Context: an optimization exercise on an open-source flow, tuned for small area and a short achievable clock period. The choices shown serve that exercise and are no tape-out recipe. At most, simulation tests tie the RTL to the original design; equivalence was not proved. No activity file was given, so power comes from the tool's default toggle rates.

// fcb_top
module fcb_top (
    input  wire                                       clk,
    input  wire                                       reset,
    input  wire [2:0]                                 bus_address,
    input  wire [31:0]                                bus_data,
    input  wire [3:0]                                 bus_select,
    input  wire                                       bus_stb,
    input  wire                                       bus_we,
    input  wire                                       bus_cyc,
    output logic [31:0]                               rd_data,
    output logic [8*32-1:0]  config_bits,
    output logic                                      global_reset
);
    localparam int NB = 8*32;
    localparam logic [1:0] S_IDLE = 2'd0, S_SHIFT = 2'd1, S_DONE = 2'd2;
    logic [31:0] ctrl, data_word, length, expected, rdbk_word;
    logic        prog_q, rb_q, data_wr;
    logic        st_word_done, st_done, st_match, st_mismatch, st_overrun;
    logic        word_done_p, done_p, overrun_p, match_p, mismatch_p;
  ...
==> flow/config.mk <==
export PLATFORM = sky130hd
export DESIGN_NAME = fcb_top
export DESIGN_NICKNAME = fcb_top
export VERILOG_FILES = /design/flow/design.v
export SDC_FILE = /design/flow/constraint.sdc
export NUM_CORES = 4
export LEC_CHECK = 0
export CAP_MARGIN = 20
export CORE_MARGIN = 2
export CORE_UTILIZATION = 60
export PLACE_DENSITY = 0.75
export SETUP_SLACK_MARGIN = 3.8
export SLEW_MARGIN = 20
==> flow/constraint.sdc <==
create_clock -name core_clock -period 8.0 [get_ports {clk}]
set_input_delay 1.6000 -clock core_clock [delete_from_list [all_inputs] [get_ports {clk}]]
set_output_delay 1.6000 -clock core_clock [all_outputs]
set_load 0.01 [all_outputs]
standard.sh (not shown) runs the stock make flow with config.mk's settings and CLKGATE_MAP_FILE= SYNTH_SCRIPT=/design/flow/synth_recipe.tcl, a recipe that flattens the netlist after the stock synthesis.
==> flow/flow/run.sh <==
#!/bin/bash
# The standard layout (standard.sh), with two changes:
#  - port buffers are buf_1 cells (buffer_ports -buffer_cell)
#  - clock tree synthesis inserts no dummy loads
# Each tool's output is kept in this folder: standard.log (make) and the
# ORFS logs under orfs/logs/.
export BUFFER_PORTS_ARGS="-buffer_cell sky130_fd_sc_hd__buf_1"
export CTS_ARGS="-sink_clustering_enable -repair_clock_nets -sink_clustering_size 20 -sink_clustering_max_diameter 50 -buf_list sky130_fd_sc_hd__clkbuf_8 -dont_use_dummy_load"
bash standard.sh > standard.log 2>&1
The first run completed without violations.
Edit:
==> flow/run.sh (new file) <==
#!/bin/bash
# synth_recipe.tcl (not shown) runs the flow's synth.tcl, then flattens the netlist and writes it again
# the make line also repeats each setting of config.mk as NAME=value (left out here)
make -C /OpenROAD-flow-scripts/flow DESIGN_CONFIG=/design/flow/config.mk WORK_HOME=/design/flow/orfs CLKGATE_MAP_FILE= SYNTH_SCRIPT=/design/flow/synth_recipe.tcl finish
- CORE_UTILIZATION: 60 -> 40
- PLACE_DENSITY: 0.75 -> not set
- SETUP_SLACK_MARGIN: 3.8 -> not set
removed: flow/flow/run.sh
removed: flow/standard.sh
=> Sequential cell count stays the same. Synthesized cell count stays the same. Utilization shrinks by 18 points. Non-clock buffer count shrinks by 25. Routed wire length grows by about 13%.
Edit:
- CORE_UTILIZATION: 40 -> 60
- CTS_BUF_LIST: not set -> sky130_fd_sc_hd__clkbuf_8
- CTS_CLUSTER_DIAMETER: not set -> 50
- CTS_CLUSTER_SIZE: not set -> 20
- PLACE_DENSITY: not set -> 0.75
- SETUP_SLACK_MARGIN: not set -> 3.8
First-iteration DRC count is higher by about 10%.
Worst hold slack is better by 0.0094 ns.
Final cell count is lower by 9.1%.
Setup slack is better by 1.8 ns.
Global-route usage is higher by 8.4 points.
Clock-buffer cell count is lower by 51.
Cell area is lower by 2.4%.
Die area is lower by about 33%.
Critical path depth stays the same.
Total power is lower by 14%.
Wire length is lower by 5.7%.
Edit:
- CORE_UTILIZATION: 60 -> 40
- CTS_BUF_LIST: sky130_fd_sc_hd__clkbuf_8 -> not set
- CTS_CLUSTER_DIAMETER: 50 -> not set
- CTS_CLUSTER_SIZE: 20 -> not set
- PLACE_DENSITY: 0.75 -> not set
Effect: Via count is about the same; utilization is lower by 22 points; final area is higher by 4.5%.

* * *

## lagoon
fcb_top again, from the RTL that the note above started with.
export LEC_CHECK = 0
export CAP_MARGIN = 20
export CORE_MARGIN = 2
export CORE_UTILIZATION = 60
export PLACE_DENSITY = 0.75
export SETUP_SLACK_MARGIN = 4.3
export SLEW_MARGIN = 20
create_clock -name core_clock -period 8.0 [get_ports {clk}]
==> flow/flow/run.sh <==
#!/bin/bash
# The standard layout (standard.sh), with two changes:
#  - port buffers are buf_1 cells (buffer_ports -buffer_cell)
#  - clock tree synthesis inserts no dummy loads
# Each tool's output is kept in this folder: standard.log (make) and the
# ORFS logs under orfs/logs/.
export BUFFER_PORTS_ARGS="-buffer_cell sky130_fd_sc_hd__buf_1"
export CTS_ARGS="-sink_clustering_enable -repair_clock_nets -sink_clustering_size 16 -sink_clustering_max_diameter 50 -buf_list sky130_fd_sc_hd__clkbuf_8 -dont_use_dummy_load"
bash standard.sh > standard.log 2>&1
Edits applied to the flow inputs when going from lagoon to harbor:
# lagoon
export LEC_CHECK = 0
export CAP_MARGIN = 20
export CORE_MARGIN = 2
export CORE_UTILIZATION = 60
export PLACE_DENSITY = 0.75
export SETUP_SLACK_MARGIN = 4.3
export SLEW_MARGIN = 20
create_clock -name core_clock -period 8.0 [get_ports {clk}]
# harbor
export LEC_CHECK = 0
export CAP_MARGIN = 20
export CORE_MARGIN = 2
export CORE_UTILIZATION = 40
export SETUP_SLACK_MARGIN = 3.4
export SLEW_MARGIN = 20
create_clock -name core_clock -period 8.0 [get_ports {clk}]
==> flow/run.sh (new file) <==
#!/bin/bash
# synth_recipe.tcl (not shown) runs the flow's synth.tcl, then flattens the netlist and writes it again
# the make line also repeats each setting of config.mk as NAME=value (left out here)
make -C /OpenROAD-flow-scripts/flow DESIGN_CONFIG=/design/flow/config.mk WORK_HOME=/design/flow/orfs CLKGATE_MAP_FILE= SYNTH_SCRIPT=/design/flow/synth_recipe.tcl finish
removed: flow/flow/run.sh
removed: flow/standard.sh
[summary]
harbor packs its core looser than lagoon. When harbor is measured against lagoon, its proportion of cell area spent on the clock network turns out 4.7 points higher. Of harbor and lagoon, the run reporting the higher buffer count excluding the clock tree in the final layout was lagoon.

* * *

Another version of the RTL of fcb_top (not shown whole).
For scale: roughly 330 I/O pins, roughly 36,000 sq um of cells after synthesis.
clock: 8.0 ns
lec_check: 0
cap_margin: 20
core_margin: 2
core_utilization: 65
place_density: 0.8
setup_slack_margin: 3.8
slew_margin: 20
synth_hierarchical: 1
synth_minimum_keep_size: 0
==> flow/flow/run.sh <==
#!/bin/bash
# The standard layout (standard.sh), with two changes:
#  - port buffers are buf_1 cells (buffer_ports -buffer_cell)
#  - clock tree synthesis inserts no dummy loads
# Each tool's output is kept in this folder: standard.log (make) and the
# ORFS logs under orfs/logs/.
export BUFFER_PORTS_ARGS="-buffer_cell sky130_fd_sc_hd__buf_1"
export CTS_ARGS="-sink_clustering_enable -repair_clock_nets -sink_clustering_size 24 -sink_clustering_max_diameter 60 -buf_list sky130_fd_sc_hd__clkbuf_16 -dont_use_dummy_load"
bash standard.sh > standard.log 2>&1
The starting point finished clean.
==> next run, changes <==
--- a/flow/config.mk
+++ b/flow/config.mk
@@ -8,6 +8,6 @@
 export CAP_MARGIN = 20
 export CORE_MARGIN = 2
-export CORE_UTILIZATION = 65
-export PLACE_DENSITY = 0.8
+export CORE_UTILIZATION = 70
+export PLACE_DENSITY = 0.85
 export SETUP_SLACK_MARGIN = 3.8
 export SLEW_MARGIN = 20
What happened: Clock power is about the same. Synthesized area does not change. Synthesized cell count stays the same. Register-to-register slack degrades by 130 ps. Cell area is about the same. Sequential share of layout area hardly moves. Non-clock buffer count went up by 1. Power barely changes. Global-route usage went up by 2.4 points. Utilization went up by 5.4 points. First-iteration DRC count went up by 17%.
No run of this note included a check of the RTL's function; only the layout flow was run.

* * *

Setup of run G:
The RTL this note starts from:
==> flow/design.v <==
`default_nettype none
package fcb_pkg;
    typedef struct packed {
        logic [2:0]  address;
        logic [31:0] data;
        logic [3:0]  select;
        logic        stb;
        logic        we;
        logic        cyc;
    } wb_req_t;
    typedef struct packed {
        logic [29:0] reserved;
        logic        readback_en;
        logic        program_en;    
    } fcb_ctrl_t;
    typedef union packed {
        logic [31:0] raw;
        fcb_ctrl_t   fields;
    } fcb_ctrl_u;
    typedef struct packed {
        logic [26:0] reserved;
        logic        overrun;
        logic        checksum_mismatch;
        logic        checksum_match;
        logic        bitstream_done;
        logic        word_done;     
    } fcb_status_t;
    typedef struct packed {
        logic cfg_bit;
        logic shift;
    } chain_t;
endpackage
`default_nettype wire
`timescale 1ns/1ps
`default_nettype none
module fcb_top (
    input  wire                                       clk,
    input  wire                                       reset,
    input  wire [2:0]                                 bus_address,
    input  wire [31:0]                                bus_data,
    input  wire [3:0]                                 bus_select,
    input  wire                                       bus_stb,
    input  wire                                       bus_we,
    input  wire                                       bus_cyc,
    output logic [31:0]                               rd_data,
    output logic [8*32-1:0]  config_bits,
    output logic                                      global_reset
);
    localparam int NB = 8*32;
    localparam logic [1:0] S_IDLE = 2'd0, S_SHIFT = 2'd1, S_DONE = 2'd2;
    logic [31:0] ctrl, data_word, length, expected, rdbk_word;
    logic        prog_q, rb_q, data_wr;
    logic        st_word_done, st_done, st_match, st_mismatch, st_overrun;
    logic        word_done_p, done_p, overrun_p, match_p, mismatch_p;
    wire wr_en     = bus_stb & bus_we & bus_cyc;
    wire prog_rise = ctrl[0] & ~prog_q;
    wire rb_rise   = ctrl[1] & ~rb_q;
    function automatic logic [31:0] merge_bytes(input logic [31:0] old_val,
                                                input logic [31:0] new_val,
                                                input logic [3:0]  sel);
        logic [31:0] res;
        for (int i = 0; i < 4; i++)
            res[8*i +: 8] = sel[i] ? new_val[8*i +: 8] : old_val[8*i +: 8];
        merge_bytes = res;
    endfunction
    always_ff @(posedge clk or negedge reset) begin
        if (!reset) begin
            ctrl      <= '0;
            data_word <= '0;
            length    <= '0;
            expected  <= '0;
            data_wr   <= 1'b0;
            prog_q    <= 1'b0;
            rb_q      <= 1'b0;
            st_word_done <= 1'b0;
            st_done      <= 1'b0;
            st_match     <= 1'b0;
            st_mismatch  <= 1'b0;
            st_overrun   <= 1'b0;
        end else begin
            prog_q  <= ctrl[0];
            rb_q    <= ctrl[1];
            data_wr <= wr_en && (bus_address == 3'd1);
            if (wr_en && (bus_address == 3'd0)) ctrl      <= merge_bytes(ctrl, bus_data, bus_select);
            if (wr_en && (bus_address == 3'd1)) data_word <= merge_bytes(data_word, bus_data, bus_select);
            if (wr_en && (bus_address == 3'd2))  length    <= merge_bytes(length, bus_data, bus_select);
            if (wr_en && (bus_address == 3'd3))  expected  <= merge_bytes(expected, bus_data, bus_select);
            st_word_done <= word_done_p | (st_word_done & ~(prog_rise | data_wr));
            st_done      <= done_p      | (st_done      & ~prog_rise);
            st_match     <= match_p     | (st_match     & ~(prog_rise | rb_rise));
            st_mismatch  <= mismatch_p  | (st_mismatch  & ~(prog_rise | rb_rise));
            st_overrun   <= overrun_p   | (st_overrun   & ~prog_rise);
        end
    end
    always_comb begin
        rd_data = '0;
        if (bus_stb && !bus_we) begin
            case (bus_address)
                3'd0:   rd_data = ctrl;
                3'd1:   rd_data = data_word;
                3'd2:    rd_data = length;
                3'd3:    rd_data = expected;
                3'd4: rd_data = {27'd0, st_overrun, st_mismatch, st_match, st_done, st_word_done};
                3'd5:   rd_data = rdbk_word;
                default:          rd_data = '0;
            endcase
        end
    end
    assign global_reset = st_done;
    logic [1:0]  state;
    logic [31:0] tc1;
    logic [31:1] shift_word;
    logic        load;
    logic        running;
    logic        head_bit, head_shift;
    logic [NB-1:0] chain;
    wire st_idle   = (state == S_IDLE);
    wire st_shift  = (state == S_SHIFT);
    wire st_dn     = (state == S_DONE);
    wire start     = data_wr & ctrl[0] & st_idle;
    wire shift_now = start | st_shift;
    wire last_bit  = (tc1 == length);
    wire word_end  = (tc1[4:0] == 5'd0);
    assign load = done_p;
    always_ff @(posedge clk or negedge reset) begin
        if (!reset) begin
            state       <= S_IDLE;
            word_done_p <= 1'b0;
            done_p      <= 1'b0;
            overrun_p   <= 1'b0;
        end else begin
            word_done_p <= shift_now & (word_end | last_bit);
            done_p      <= shift_now & last_bit;
            overrun_p   <= data_wr & st_shift;
            case (state)
                S_IDLE:  if (!prog_rise && start) state <= last_bit ? S_DONE : S_SHIFT;
                S_SHIFT: if (last_bit) state <= S_DONE;
                         else if (word_end) state <= S_IDLE;
                S_DONE:  if (prog_rise) state <= S_IDLE;
                default: state <= S_IDLE;
            endcase
        end
    end
    always_ff @(posedge clk) begin
        if (prog_rise && !st_shift)
            tc1 <= 32'd1;
        else if (shift_now)
            tc1 <= tc1 + 32'd1;
        shift_word <= st_idle ? data_word[30:0] : {shift_word[30:1], 1'b0};
    end
    assign head_bit   = st_dn ? chain[NB-1] : (st_idle ? data_word[31] : shift_word[31]);
    assign head_shift = st_dn ? running : shift_now;
    always_ff @(posedge clk or negedge reset) begin
        if (!reset)
            chain <= '0;
        else if (head_shift)
            chain <= {chain[NB-2:0], head_bit};
    end
    always_ff @(posedge clk or negedge reset) begin
        if (!reset)
            config_bits <= '0;
        else if (load)
            config_bits <= chain;
    end
    logic [31:0] cnt1;
    logic        byte_vld, pf, fresh;
    logic [2:0]  fin;
    logic [7:0]  bacc;
    logic [15:0] sum_a, sum_bp;
    logic [7:0]  bval;
    wire tail     = chain[NB-1];
    wire rb_start = ctrl[1] & ~rb_q & st_done & ~running & (length != 32'd0);
    wire last     = (cnt1 == length);
    wire [2:0] bit_idx = cnt1[2:0] - 3'd1;
    always_comb begin
        for (int j = 0; j < 8; j++) begin
            if (bit_idx == 3'(7 - j))
                bval[j] = tail;
            else if (bit_idx > 3'(7 - j))
                bval[j] = bacc[j];
            else
                bval[j] = 1'b0;
        end
    end
    logic [16:0] a_s, a_t, b_s, b_t;
    logic [15:0] a_mod, b_mod, b_true;
    always_comb begin
        a_s   = {1'b0, sum_a} + {9'd0, bacc};
        a_t   = a_s - 17'(65521);
        a_mod = a_t[16] ? a_s[15:0] : a_t[15:0];
        b_s   = {1'b0, sum_bp} + {1'b0, sum_a};
        b_t   = b_s - 17'(65521);
        b_mod = b_t[16] ? b_s[15:0] : b_t[15:0];
        b_true = pf ? b_mod : sum_bp;
    end
    always_ff @(posedge clk or negedge reset) begin
        if (!reset) begin
            running    <= 1'b0;
            byte_vld   <= 1'b0;
            fin        <= '0;
            match_p    <= 1'b0;
            mismatch_p <= 1'b0;
            rdbk_word  <= '0;
            pf         <= 1'b0;
            fresh      <= 1'b1;
        end else begin
            if (running)
                rdbk_word <= {rdbk_word[30:0], tail};
            byte_vld <= running & ((bit_idx == 3'd7) | last);
            fin      <= {fin[1:0], running & last};
            if (rb_start)
                running <= 1'b1;
            else if (running & last)
                running <= 1'b0;
            pf <= byte_vld;
            if (byte_vld)
                fresh <= 1'b0;
            else if (rb_start)
                fresh <= 1'b1;
            match_p    <= fin[2] & ({sum_bp, sum_a} == expected);
            mismatch_p <= fin[2] & ({sum_bp, sum_a} != expected);
        end
    end
    always_ff @(posedge clk) begin
        if (rb_start)
            cnt1 <= 32'd1;
        else if (running)
            cnt1 <= cnt1 + 32'd1;
        if (running)
            bacc <= bval;
        if (byte_vld)
            sum_a <= fresh ? {8'd0, bacc} + 16'd1 : a_mod;
        if (byte_vld && fresh)
            sum_bp <= '0;
        else if (pf)
            sum_bp <= b_mod;
    end
endmodule
`default_nettype wire
clock: 8.0 ns
lec_check: 0
cap_margin: 20
core_margin: 2
core_utilization: 60
place_density: 0.75
setup_slack_margin: 3.8
slew_margin: 20
run.sh (not shown) runs the stock make flow with config.mk's settings and CLKGATE_MAP_FILE= SYNTH_SCRIPT=/design/flow/synth_recipe.tcl, a recipe that flattens the netlist after the stock synthesis.
Stock flow here: none of the scripts above is used.
Inputs modified between run G and run Y:
# run G
export LEC_CHECK = 0
export CAP_MARGIN = 20
export CORE_MARGIN = 2
export CORE_UTILIZATION = 60
export PLACE_DENSITY = 0.75
export SETUP_SLACK_MARGIN = 3.8
export SLEW_MARGIN = 20
create_clock -name core_clock -period 8.0 [get_ports {clk}]
# run Y
export LEC_CHECK = 0
export CAP_MARGIN = 20
export CORE_MARGIN = 2
export CORE_UTILIZATION = 70
export PLACE_DENSITY = 0.85
export SETUP_SLACK_MARGIN = 4.3
export SLEW_MARGIN = 20
create_clock -name core_clock -period 8.0 [get_ports {clk}]
==> flow/flow/run.sh (new file) <==
#!/bin/bash
# The standard layout (standard.sh), with two changes:
#  - port buffers are buf_1 cells (buffer_ports -buffer_cell)
#  - clock tree synthesis inserts no dummy loads
# Each tool's output is kept in this folder: standard.log (make) and the
# ORFS logs under orfs/logs/.
export BUFFER_PORTS_ARGS="-buffer_cell sky130_fd_sc_hd__buf_1"
export CTS_ARGS="-sink_clustering_enable -repair_clock_nets -sink_clustering_size 24 -sink_clustering_max_diameter 60 -buf_list sky130_fd_sc_hd__clkbuf_16 -dont_use_dummy_load"
bash standard.sh > standard.log 2>&1
==> flow/standard.sh (new file) <==
#!/bin/bash
# synth_recipe.tcl (not shown) runs the flow's synth.tcl, then flattens the netlist and writes it again
# the make line also repeats each setting of config.mk as NAME=value (left out here)
make -C /OpenROAD-flow-scripts/flow DESIGN_CONFIG=/design/flow/config.mk WORK_HOME=/design/flow/orfs CLKGATE_MAP_FILE= SYNTH_SCRIPT=/design/flow/synth_recipe.tcl "${@:-finish}"
removed: flow/run.sh
## What came out
- | number of gates resized after CTS | lower: run Y |
- The lower setup slack of the most critical reg-to-reg path came out of run G.
- Run Y: well-tap cell count is 101 lower than what run G reported.

## re-timing with driven ports
Ports are ideal in the flow. The routed layouts listed here were re-timed in OpenROAD.
Step 1: set_driving_cell puts a clkbuf_16 on clk and a buf_2 on each other input, an assumption about the parent block.
Step 2, shift: input delay + t, output delay - t, t = (earliest + latest rising clock arrival at the registers) / 2. This alone moves slack from input paths to output paths.
a / b / c = ideal ports / drivers / drivers and shift; a / b = the first two.
run | t (ns) | slack for setup (ns) | latest minus earliest clock arrival (ns) | worst register clock-pin slew, ns | pins driven straight from the clock port
the first run of note 1 | 0.712 | 3.416 / 3.372 / 3.372 | 0.107 / 0.108 | 0.11 / 0.11 | 1
the second run of note 1 | 0.704 | 1.853 / 1.828 / 1.828 | 0.037 / 0.036 | 0.07 / 0.07 | 1
the third run of note 1 | 0.756 | 3.632 / 3.420 / 3.420 | 0.050 / 0.049 | 0.12 / 0.12 | 1
the fourth run of note 1 | 0.706 | 3.530 / 3.264 / 3.264 | 0.037 / 0.037 | 0.07 / 0.07 | 1
lagoon | 0.719 | 3.412 / 3.332 / 3.332 | 0.134 / 0.133 | 0.10 / 0.10 | 1
harbor | 0.716 | 3.429 / 3.337 / 3.337 | 0.045 / 0.045 | 0.07 / 0.07 | 1
the first run of note 3 | 0.655 | 3.541 / 3.410 / 3.410 | 0.047 / 0.046 | 0.10 / 0.10 | 1
the second run of note 3 | 0.651 | 3.555 / 3.418 / 3.418 | 0.074 / 0.074 | 0.10 / 0.10 | 1
run G | 0.683 | 3.572 / 3.366 / 3.366 | 0.024 / 0.024 | 0.07 / 0.07 | 1
run Y | 0.668 | 3.461 / 3.397 / 3.397 | 0.046 / 0.046 | 0.09 / 0.09 | 1
After both steps setup and hold are still met in every run listed. The setup slack of the fourth run of note 1, which loses most, moves by -0.266 ns with the drivers and by -0.266 ns with both steps.
